This is an optimization exercise on Yosys and OpenROAD, whose aim is small area, a short achievable clock period and few clock cycles, not a production implementation.
RTL that was checked went through simulation tests only; none was proved equivalent to the original.
Power figures rest on the tool's default switching activity, not on a simulated workload.

== oak ==
Design aluTop, start of the top module:
module aluTop #(
    parameter int OutCredits = 2
) (
    input  wire logic                 clk,
    input  wire logic                 rstN,
    input  wire logic                 inValid,
    input  wire logic [31:0]          instr,
    input  wire logic [DataWidth-1:0] regA,
    input  wire logic [DataWidth-1:0] regB,
    output logic                      inCredit,
    output logic                      outValid,
    output logic      [DataWidth-1:0] result,
    output logic      [2:0]           flags,
    output logic                      illegal,
    input  wire logic                 outCredit
);
Settings: LEC_CHECK=0, ABC_AREA=1, CAP_MARGIN=20, CORE_MARGIN=2, CORE_UTILIZATION=60, CTS_BUF_LIST=sky130_fd_sc_hd__clkbuf_4 sky130_fd_sc_hd__clkbuf_8, CTS_CLUSTER_DIAMETER=60, CTS_CLUSTER_SIZE=14, PLACE_DENSITY=0.8, SLEW_MARGIN=20; clock period 8.5 ns.
standard.sh (not shown) runs the stock make flow with config.mk's settings and CLKGATE_MAP_FILE= SYNTH_SCRIPT=/design/flow/synth_recipe.tcl, a recipe that flattens the netlist after the stock synthesis.
==> flow/flow/run.sh <==
#!/bin/bash
set -euo pipefail
bash standard.sh BUFFER_PORTS_ARGS="-buffer_cell sky130_fd_sc_hd__buf_1" SETUP_SLACK_MARGIN=5.65 finish > flow_make.log 2>&1
oak: no failed stages, no open violations at the end
Testbench counts of oak, summed over its fixed seeds: cycles 4,024.
Input-level comparison between pine and oak:
- swapping 0.8 for 0.85 in PLACE_DENSITY
- swapping 60 for 70 in CORE_UTILIZATION
[summary]
Re logic gate share of total power: oak and pine aren't equal, and the lower value belongs to oak. When pine is measured against oak, its overall fraction of global-route tracks in use turns out 8.9 points higher. Looking at startpoint of the worst setup timing path, the uQueue.head[0] result is from pine; the uQueue.head[1] one comes from oak. Cmp oak and pine / non-clock buffer count / lower: pine. Against oak, pine reports a worst clock skew on the final layout that is lower.
diff inputs: pine => birch
- a change of CTS_BUF_LIST from sky130_fd_sc_hd__clkbuf_4 sky130_fd_sc_hd__clkbuf_8 to sky130_fd_sc_hd__clkbuf_8 sky130_fd_sc_hd__clkbuf_16
- a change of CTS_CLUSTER_DIAMETER from 60 to 80
- a change of CORE_UTILIZATION from 70 to 60
- a change of CTS_CLUSTER_SIZE from 14 to 24
- a change of PLACE_DENSITY from 0.85 to 0.8
==> flow/flow/run.sh <==
#!/bin/bash
set -euo pipefail
cp -r "$FLOW_HOME/scripts" myscripts
chmod -R u+w myscripts
cp flow/abc_area.script myscripts/abc_area.script
KNOBS=(BUFFER_PORTS_ARGS="-buffer_cell sky130_fd_sc_hd__buf_1" SETUP_SLACK_MARGIN=6.0)
bash standard.sh SCRIPTS_DIR="$PWD/myscripts" "${KNOBS[@]}" synth > flow_synth.log 2>&1
bash standard.sh "${KNOBS[@]}" finish > flow_make.log 2>&1
==> flow/flow/abc_area.script (new file) <==
&get -n
&st
&dch
&nf -R 1000
&put
topo
stime -c
buffer -c
upsize -c
dnsize -c
Results
birch reports a higher synthesized-area fraction occupied by xor and xnor cells than pine does.
pine → birch: post-layout instance area has increased; number of detailed-routing iterations run before antenna repair has decreased; initial standard-cell utilization of the core has decreased.
Changes in maple relative to birch:
- CTS_BUF_LIST: sky130_fd_sc_hd__clkbuf_8 sky130_fd_sc_hd__clkbuf_16 -> sky130_fd_sc_hd__clkbuf_16
- CTS_CLUSTER_DIAMETER: 80 -> 100
- CTS_CLUSTER_SIZE: 24 -> 30
==> flow/flow/run.sh <==
#!/bin/bash
set -euo pipefail
bash standard.sh BUFFER_PORTS_ARGS="-buffer_cell sky130_fd_sc_hd__buf_1" SETUP_SLACK_MARGIN=5.9 finish > flow_make.log 2>&1
removed: flow/flow/abc_area.script
## What came out
- On wire length: between maple and birch, it ends up lower for maple.
- Instance count on the critical path across maple and birch: no real change.
- maple vs. birch: global routing met2 resource utilization shrank by 1.5 points; adder and majority gate portion of the synthesized area shrank by 0.17 points; total routed wire length on the met1 layer grew by 7.5%.
- maple vs. birch: number of global-route vias before repair went up by about 14%; part of the total power dissipated in combinational logic went up by 1.3 points.
- On floorplan row count: between maple and birch, it ends up higher for maple.
- The layout inverter count without the clock tree in maple is 8.4 times that in birch.
- Relative to birch, maple improves final critical-path setup slack.
## Diff of input files: cedar against maple
- a change of CTS_BUF_LIST from sky130_fd_sc_hd__clkbuf_16 to sky130_fd_sc_hd__clkbuf_8 sky130_fd_sc_hd__clkbuf_16
- a change of CTS_CLUSTER_DIAMETER from 100 to 80
- a change of CTS_CLUSTER_SIZE from 30 to 24
==> flow/flow/run.sh <==
#!/bin/bash
set -euo pipefail
cp -r "$FLOW_HOME/scripts" myscripts
chmod -R u+w myscripts
cp flow/abc_area.script myscripts/abc_area.script
KNOBS=(BUFFER_PORTS_ARGS="-buffer_cell sky130_fd_sc_hd__buf_1" SETUP_SLACK_MARGIN=5.8)
bash standard.sh SCRIPTS_DIR="$PWD/myscripts" "${KNOBS[@]}" synth > flow_synth.log 2>&1
bash standard.sh "${KNOBS[@]}" finish > flow_make.log 2>&1
==> flow/flow/abc_area.script (new file) <==
&get -n
&st
&dch
&nf -R 1000
&put
topo
stime -c
buffer -c
upsize -c
dnsize -c
==> comparison <==
- Measured against each other, cedar and maple differ in adder-cell area share of the yosys netlist, the lower figure coming from maple.
- Final core utilization (lower): maple
- Where synthesized area is concerned, maple is outperformed by cedar.
- Re flip-flop and latch count: no difference whatsoever between maple and cedar.
- Compared with maple, in cedar wire length reported by the detailed router -9.1%, synthesized area per cell climbed about 27%, maximum number of pins on one net before global-route repair -2, maximum single-stage delay on the critical path saw an increase, design area down 2.5%.
- cedar vs maple — filler-free cell count of the finished design dropped by more than 10%

Setup of run 1:
aluTop, a different RTL version from the one above (not shown whole).
Size in the first run: about 290 flip-flops, about 140 I/O pins.
export LEC_CHECK = 0
export CAP_MARGIN = 20
export CORE_MARGIN = 2
export CORE_UTILIZATION = 60
export CTS_BUF_LIST = sky130_fd_sc_hd__clkbuf_2 sky130_fd_sc_hd__clkbuf_4 sky130_fd_sc_hd__clkbuf_8
export PLACE_DENSITY = 0.8
export SETUP_SLACK_MARGIN = 5
export SLEW_MARGIN = 20
export SYNTH_HIERARCHICAL = 1
create_clock -name core_clock -period 8.5 [get_ports {clk}]
==> flow/flow/run.sh <==
#!/bin/bash
set -euo pipefail
bash standard.sh BUFFER_PORTS_ARGS="-buffer_cell sky130_fd_sc_hd__buf_2" finish > flow_make.log 2>&1
Run 1 closes out successfully: all stages finished, all timing, DRC and antenna checks passed.
Testbench counts of run 1, summed over its fixed seeds: cycles 4,024.
Inputs modified between run 1 and run 2:
- SYNTH_HIERARCHICAL: 1 -> unset
- ABC_AREA: unset -> 1
[summary]
- What run 1 reported for via count has to be multiplied by 1.3 to get the figure for run 2.
- Between run 2 and run 1, the starting density of the core is higher for run 1.
- The cell count after placement in run 2 sits 39% above the value recorded for run 1.
- Summary of run 2 over run 1: sequential portion of the cell area saw a decrease, floorplan die height higher, area of the placeable core moved up, design area now sits higher.
- Comparing run 2 and run 1, number of synthesized register bits is higher on run 1.
- Across both runs, worst setup margin was higher for run 2 than for run 1.
- Of run 2 and run 1, the higher share of the clock period used by the worst path after layout belongs to run 1.
- In the final design statistics, run 2 uses more standard cells in total than run 1.
[inputs] run 3 vs run 2
- a deleted ABC_AREA that had been 1
| peak ir drop on the vdd network | higher: run 2 |
For run 3, the most common cell after layout, fill and taps aside was sky130_fd_sc_hd__edfxtp_1, unlike run 2, where it was sky130_fd_sc_hd__nand2_1.
Setup slack in run 3 is smaller than in run 2.
Run 2 vs run 3, top layer reached by signal wires: met4 vs met5
Compared with run 2, in run 3 sequential standard cell area flat, non-clock buffer share of cell area went down by 0.17 points.
Between run 3 and run 2, it is run 3 whose tapcell count is higher, by 6.
Modified inputs, run 4 compared to run 3
- ABC_AREA: unset -> 1
- SETUP_SLACK_MARGIN: 5 -> unset
==> flow/flow/run.sh <==
#!/bin/bash
set -euo pipefail
bash standard.sh BUFFER_PORTS_ARGS="-buffer_cell sky130_fd_sc_hd__buf_2" SETUP_SLACK_MARGIN=5.65 finish > flow_make.log 2>&1
==> comparison <==
Run 4 finished end to end and its layout was clean on timing, DRC and antenna.
Taking run 3 as the reference, in run 4 utilization ~0 delta; combined area of all synthesized cells -about 3%.
Looking at worst setup path category, the flip-flop to flip-flop result is from run 3; the flip-flop to output pin one comes from run 4.
Data required time at the worst endpoint delta for run 4 relative to run 3: 2130 ps lower
Summary of the comparison: buffer count from post-CTS setup fixing is higher in run 4, relative to run 3.
Relative to run 3, number of distinct library cell variants in the gate-level netlist after synthesis decreased by 20 in run 4.
Delta(largest net degree at the start of global routing, run 4 - run 3) < 0
Run 3 → run 4: layout overhead on the synthesized area flat, die footprint down 920 um^2, non-clock buffering overhead in the final layout flat.

RTL: one of the versions met above, not the one the previous note started from.
Size in the first run: roughly 1500 cells after synthesis, about 290 flip-flops, about 15000 sq um of cells after synthesis.
==> flow/design.v (excerpt) <==
module aluTop #(
    parameter int OutCredits = 2
) (
    input  wire logic                 clk,
    input  wire logic                 rstN,
    input  wire logic                 inValid,
    input  wire logic [31:0]          instr,
    input  wire logic [DataWidth-1:0] regA,
    input  wire logic [DataWidth-1:0] regB,
    output logic                      inCredit,
    output logic                      outValid,
    output logic      [DataWidth-1:0] result,
    output logic      [2:0]           flags,
    output logic                      illegal,
    input  wire logic                 outCredit
);
clock: 8.5 ns
lec_check: 0
abc_area: 1
cap_margin: 20
core_margin: 2
core_utilization: 60
cts_buf_list: sky130_fd_sc_hd__clkbuf_8 sky130_fd_sc_hd__clkbuf_16
cts_cluster_diameter: 80
cts_cluster_size: 24
place_density: 0.8
slew_margin: 20
==> flow/flow/run.sh <==
#!/bin/bash
set -euo pipefail
cp -r "$FLOW_HOME/scripts" myscripts
chmod -R u+w myscripts
cp flow/abc_area.script myscripts/abc_area.script
KNOBS=(BUFFER_PORTS_ARGS="-buffer_cell sky130_fd_sc_hd__buf_1" SETUP_SLACK_MARGIN=5.8)
bash standard.sh SCRIPTS_DIR="$PWD/myscripts" "${KNOBS[@]}" synth > flow_synth.log 2>&1
bash standard.sh "${KNOBS[@]}" finish > flow_make.log 2>&1
==> flow/flow/abc_area.script <==
&get -n
&st
&syn2
&dch
&nf -R 1000
&st
&syn2
&dch
&nf -R 1000
&put
topo
stime -c
buffer -c
upsize -c
dnsize -c
Testbench counts at the start, summed over its fixed seeds: cycles 4,024.
Change:
==> flow/flow/abc_area.script (replaced) <==
strash
dch
map -a -B 0.9
strash
dch
map -a -B 0.9
topo
stime -c
buffer -c
upsize -c
dnsize -c
=>
- setup slack gains 0.23 ns
- core utilization grows by 0.60 points
- total power grows by 9.0%
- global-route usage increases by 5.9 points
Change:
==> flow/flow/run.sh (replaced) <==
#!/bin/bash
set -euo pipefail
bash standard.sh BUFFER_PORTS_ARGS="-buffer_cell sky130_fd_sc_hd__buf_1" SETUP_SLACK_MARGIN=5.8 finish > flow_make.log 2>&1
removed: flow/flow/abc_area.script
Power decreases by 4.5%.
Die area increases by 5.9%.
Clock power decreases by 4.4%.
Setup slack gains 0.20 ns.
Change:
==> flow/flow/run.sh (replaced) <==
#!/bin/bash
set -euo pipefail
bash standard.sh BUFFER_PORTS_ARGS="-buffer_cell sky130_fd_sc_hd__buf_2" SETUP_SLACK_MARGIN=5.65 finish > flow_make.log 2>&1
--- a/flow/config.mk
+++ b/flow/config.mk
@@ -11,5 +11,5 @@
-export CORE_UTILIZATION = 60
-export CTS_BUF_LIST = sky130_fd_sc_hd__clkbuf_8 sky130_fd_sc_hd__clkbuf_16
-export CTS_CLUSTER_DIAMETER = 80
-export CTS_CLUSTER_SIZE = 24
-export PLACE_DENSITY = 0.8
+export CORE_UTILIZATION = 70
+export CTS_BUF_LIST = sky130_fd_sc_hd__clkbuf_4 sky130_fd_sc_hd__clkbuf_8
+export CTS_CLUSTER_DIAMETER = 60
+export CTS_CLUSTER_SIZE = 14
+export PLACE_DENSITY = 0.85
After rerunning:
- The changed run went through all stages and came out clean
- fmax shrinks by a few percent
- routed wire length is higher by a few percent
- critical path depth stays the same
- worst hold slack improves by 0.0049 ns

aluTop, a different RTL version from the one above (not shown whole).
Size: about 2,200 cells after synthesis, ~240 flip-flops, ~16,000 um2 of cells after synthesis.
clock: 8.5 ns
lec_check: 0
abc_area: 1
cap_margin: 20
core_margin: 2
core_utilization: 60
cts_buf_list: sky130_fd_sc_hd__clkbuf_8 sky130_fd_sc_hd__clkbuf_16
cts_cluster_diameter: 80
cts_cluster_size: 24
place_density: 0.8
slew_margin: 20
==> flow/flow/run.sh <==
#!/bin/bash
set -euo pipefail
bash standard.sh BUFFER_PORTS_ARGS="-buffer_cell sky130_fd_sc_hd__buf_1" SETUP_SLACK_MARGIN=5.6 finish > flow_make.log 2>&1
The baseline completed with no timing, DRC or antenna violations.
Then changed:
==> flow/flow/run.sh (replaced) <==
#!/bin/bash
set -euo pipefail
bash standard.sh BUFFER_PORTS_ARGS="-buffer_cell sky130_fd_sc_hd__buf_1" SETUP_SLACK_MARGIN=5.8 finish > flow_make.log 2>&1
The changed run passed the timing, design-rule and antenna checks.
Cell area rose slightly.
Setup slack is worse by 0.085 ns.
Critical path depth fell by 1.
Power increases slightly.
Routed wire length is about the same.
Sequential power came out lower by a few percent.
Non-clock buffer count rose by 18.
Flip-flop and latch count stays the same.
Via count stays flat.
Sequential share of layout area went down by 0.59 points.
Utilization climbs by 1.1 points.
No functional check of the RTL was part of any run of this note.

Setup of middle:
aluTop with an RTL version that a note above also has.
Size in the first run: roughly 2100 cells after synthesis, ~140 I/O pins, ~0.016 mm² of cells after synthesis.
==> flow/design.v (excerpt) <==
module aluTop #(
    parameter int OutCredits = 2
) (
    input  wire logic                 clk,
    input  wire logic                 rstN,
    input  wire logic                 inValid,
    input  wire logic [31:0]          instr,
    input  wire logic [DataWidth-1:0] regA,
    input  wire logic [DataWidth-1:0] regB,
    output logic                      inCredit,
    output logic                      outValid,
    output logic      [DataWidth-1:0] result,
    output logic      [2:0]           flags,
    output logic                      illegal,
    input  wire logic                 outCredit
);
    logic dSelSum, dSub, dUseImm, dZeroExt, dIsBr, dIsBne, dSelShift;
    logic dShLeft, dShArith, dShConst, dOvfEn, dSltEn, dSltuEn, dIll;
    logic [3:0] dTT;
    logic                 v1;
    logic [DataWidth-1:0] x1, b1;
    logic [DataWidth-1:0] rtVal;
    logic [DataWidth-1:0] immExt;
    logic [DataWidth-1:0] rtRev;
    logic                 same1;
    logic [DataWidth-1:0] rsVal;
    logic s1SelSum, s1Sub, s1IsBr, s1IsBne, s1SelShift;
    logic s1ShLeft, s1ShArith, s1OvfEn, s1SltEn, s1SltuEn, s1Ill;
    logic [3:0] s1TT;
    logic [15:0] eLo, eXHi, eBHi;
    logic        eCarry, eZero;
    logic        v2;
    logic [15:0] lo2, xHi2, bHi2;
    logic        carry2, zero2, selSum2, revOut2, ovfEn2, sltEn2, sltuEn2, ill2;
    logic [35:0] exRes;
    logic [35:0] head;
    logic        present;
    logic        credAvail;
    aluDecode uDecode (
        .instrBits(instr),
        .selSum(dSelSum), .sub(dSub), .useImm(dUseImm), .zeroExt(dZeroExt),
        .logicTT(dTT), .isBr(dIsBr), .isBne(dIsBne), .selShift(dSelShift),
        .shLeft(dShLeft), .shArith(dShArith), .shConst(dShConst), .ovfEn(dOvfEn),
        .sltEn(dSltEn), .sltuEn(dSltuEn), .illegal(dIll)
    );
    always_ff @(posedge clk or negedge rstN) begin
        if (!rstN) begin
  ...
export LEC_CHECK = 0
export ABC_AREA = 1
export CAP_MARGIN = 20
export CORE_MARGIN = 2
export CORE_UTILIZATION = 60
export CTS_BUF_LIST = sky130_fd_sc_hd__clkbuf_4 sky130_fd_sc_hd__clkbuf_8
export CTS_CLUSTER_DIAMETER = 60
export CTS_CLUSTER_SIZE = 14
export PLACE_DENSITY = 0.8
export SLEW_MARGIN = 20
create_clock -name core_clock -period 8.5 [get_ports {clk}]
==> flow/flow/run.sh <==
#!/bin/bash
set -euo pipefail
bash standard.sh BUFFER_PORTS_ARGS="-buffer_cell sky130_fd_sc_hd__buf_1" SETUP_SLACK_MARGIN=5.8 finish > flow_make.log 2>&1
middle completed end to end with timing, DRC and antenna clean.
Testbench counts of middle, summed over its fixed seeds: cycles 4,024.
Relative to middle, the following input files were edited for north:
==> flow/flow/run.sh <==
#!/bin/bash
set -euo pipefail
bash standard.sh BUFFER_PORTS_ARGS="-buffer_cell sky130_fd_sc_hd__buf_2" SETUP_SLACK_MARGIN=5.65 finish > flow_make.log 2>&1
--- outcome ---
Total power of north is higher than that of middle. Across both runs, non-clock inverter instance count of the final layout was higher for north than for middle. In the flow results for north and middle, the proportion of cell area occupied by multi-input gates is smaller on north. Re non-clock buffer count: north is about 0.6% up on middle.

-- separate check: timing with driven ports --
How much do the figures lean on ideal ports? The routed layouts below were timed once more, with nothing changed but the port constraints.
Step 1, drivers: a clkbuf_16 drives clk and a buf_2 each remaining input, both assumed.
Step 2 adds t to the input delays and takes it off the output delays; t is the mean of the earliest and latest rising clock arrival at the registers after step 1. Input paths then give back, and output paths get back, about the clock's delay inside the block.
a / b / c = no drivers / after step 1 / after step 2; a / b = the first two.
| run | shift t [ns] | setup WS [ns] | worst hold slack (ns) | pins driven straight from the clock port |
|---|---|---|---|---|
| oak | 0.619 | 5.665 / 5.615 / 5.097 | 0.332 / 0.332 / 0.332 | 1 |
| pine | 0.621 | 5.450 / 5.402 / 5.210 | 0.336 / 0.336 / 0.336 | 1 |
| birch | 0.564 | 5.628 / 5.580 / 5.294 | 0.349 / 0.349 / 0.349 | 1 |
| maple | 0.535 | 5.714 / 5.665 / 5.466 | 0.347 / 0.347 / 0.347 | 1 |
| cedar | 0.557 | 5.651 / 5.604 / 5.318 | 0.337 / 0.337 / 0.337 | 1 |
| run 1 | 0.613 | 5.198 / 5.198 / 4.956 | 0.325 / 0.325 / 0.325 | 1 |
| run 2 | 0.633 | 5.535 / 5.567 / 4.933 | 0.346 / 0.346 / 0.346 | 1 |
| run 3 | 0.603 | 5.330 / 5.330 / 4.923 | 0.330 / 0.330 / 0.330 | 1 |
| run 4 | 0.622 | 5.689 / 5.637 / 5.277 | 0.334 / 0.334 / 0.334 | 1 |
| the first run of note 3 | 0.544 | 5.350 / 5.350 / 5.270 | 0.332 / 0.332 / 0.332 | 1 |
| the second run of note 3 | 0.550 | 5.575 / 5.575 / 5.393 | 0.330 / 0.330 / 0.330 | 1 |
| the third run of note 3 | 0.546 | 5.776 / 5.721 / 5.390 | 0.333 / 0.333 / 0.333 | 1 |
| the fourth run of note 3 | 0.626 | 5.669 / 5.617 / 5.196 | 0.338 / 0.338 / 0.338 | 1 |
| the first run of note 4 | 0.544 | 4.707 / 4.707 / 4.707 | 0.502 / 0.502 / 0.502 | 1 |
| the second run of note 4 | 0.538 | 4.622 / 4.622 / 4.622 | 0.514 / 0.514 / 0.514 | 1 |
| middle | 0.612 | 5.705 / 5.656 / 5.336 | 0.335 / 0.335 / 0.335 | 1 |
| north | 0.634 | 5.641 / 5.593 / 5.243 | 0.332 / 0.332 / 0.332 | 1 |
After both steps every run listed still meets setup and hold. The setup slack of run 2, which loses most, moves by +0.032 ns with the drivers and by -0.602 ns with both steps.
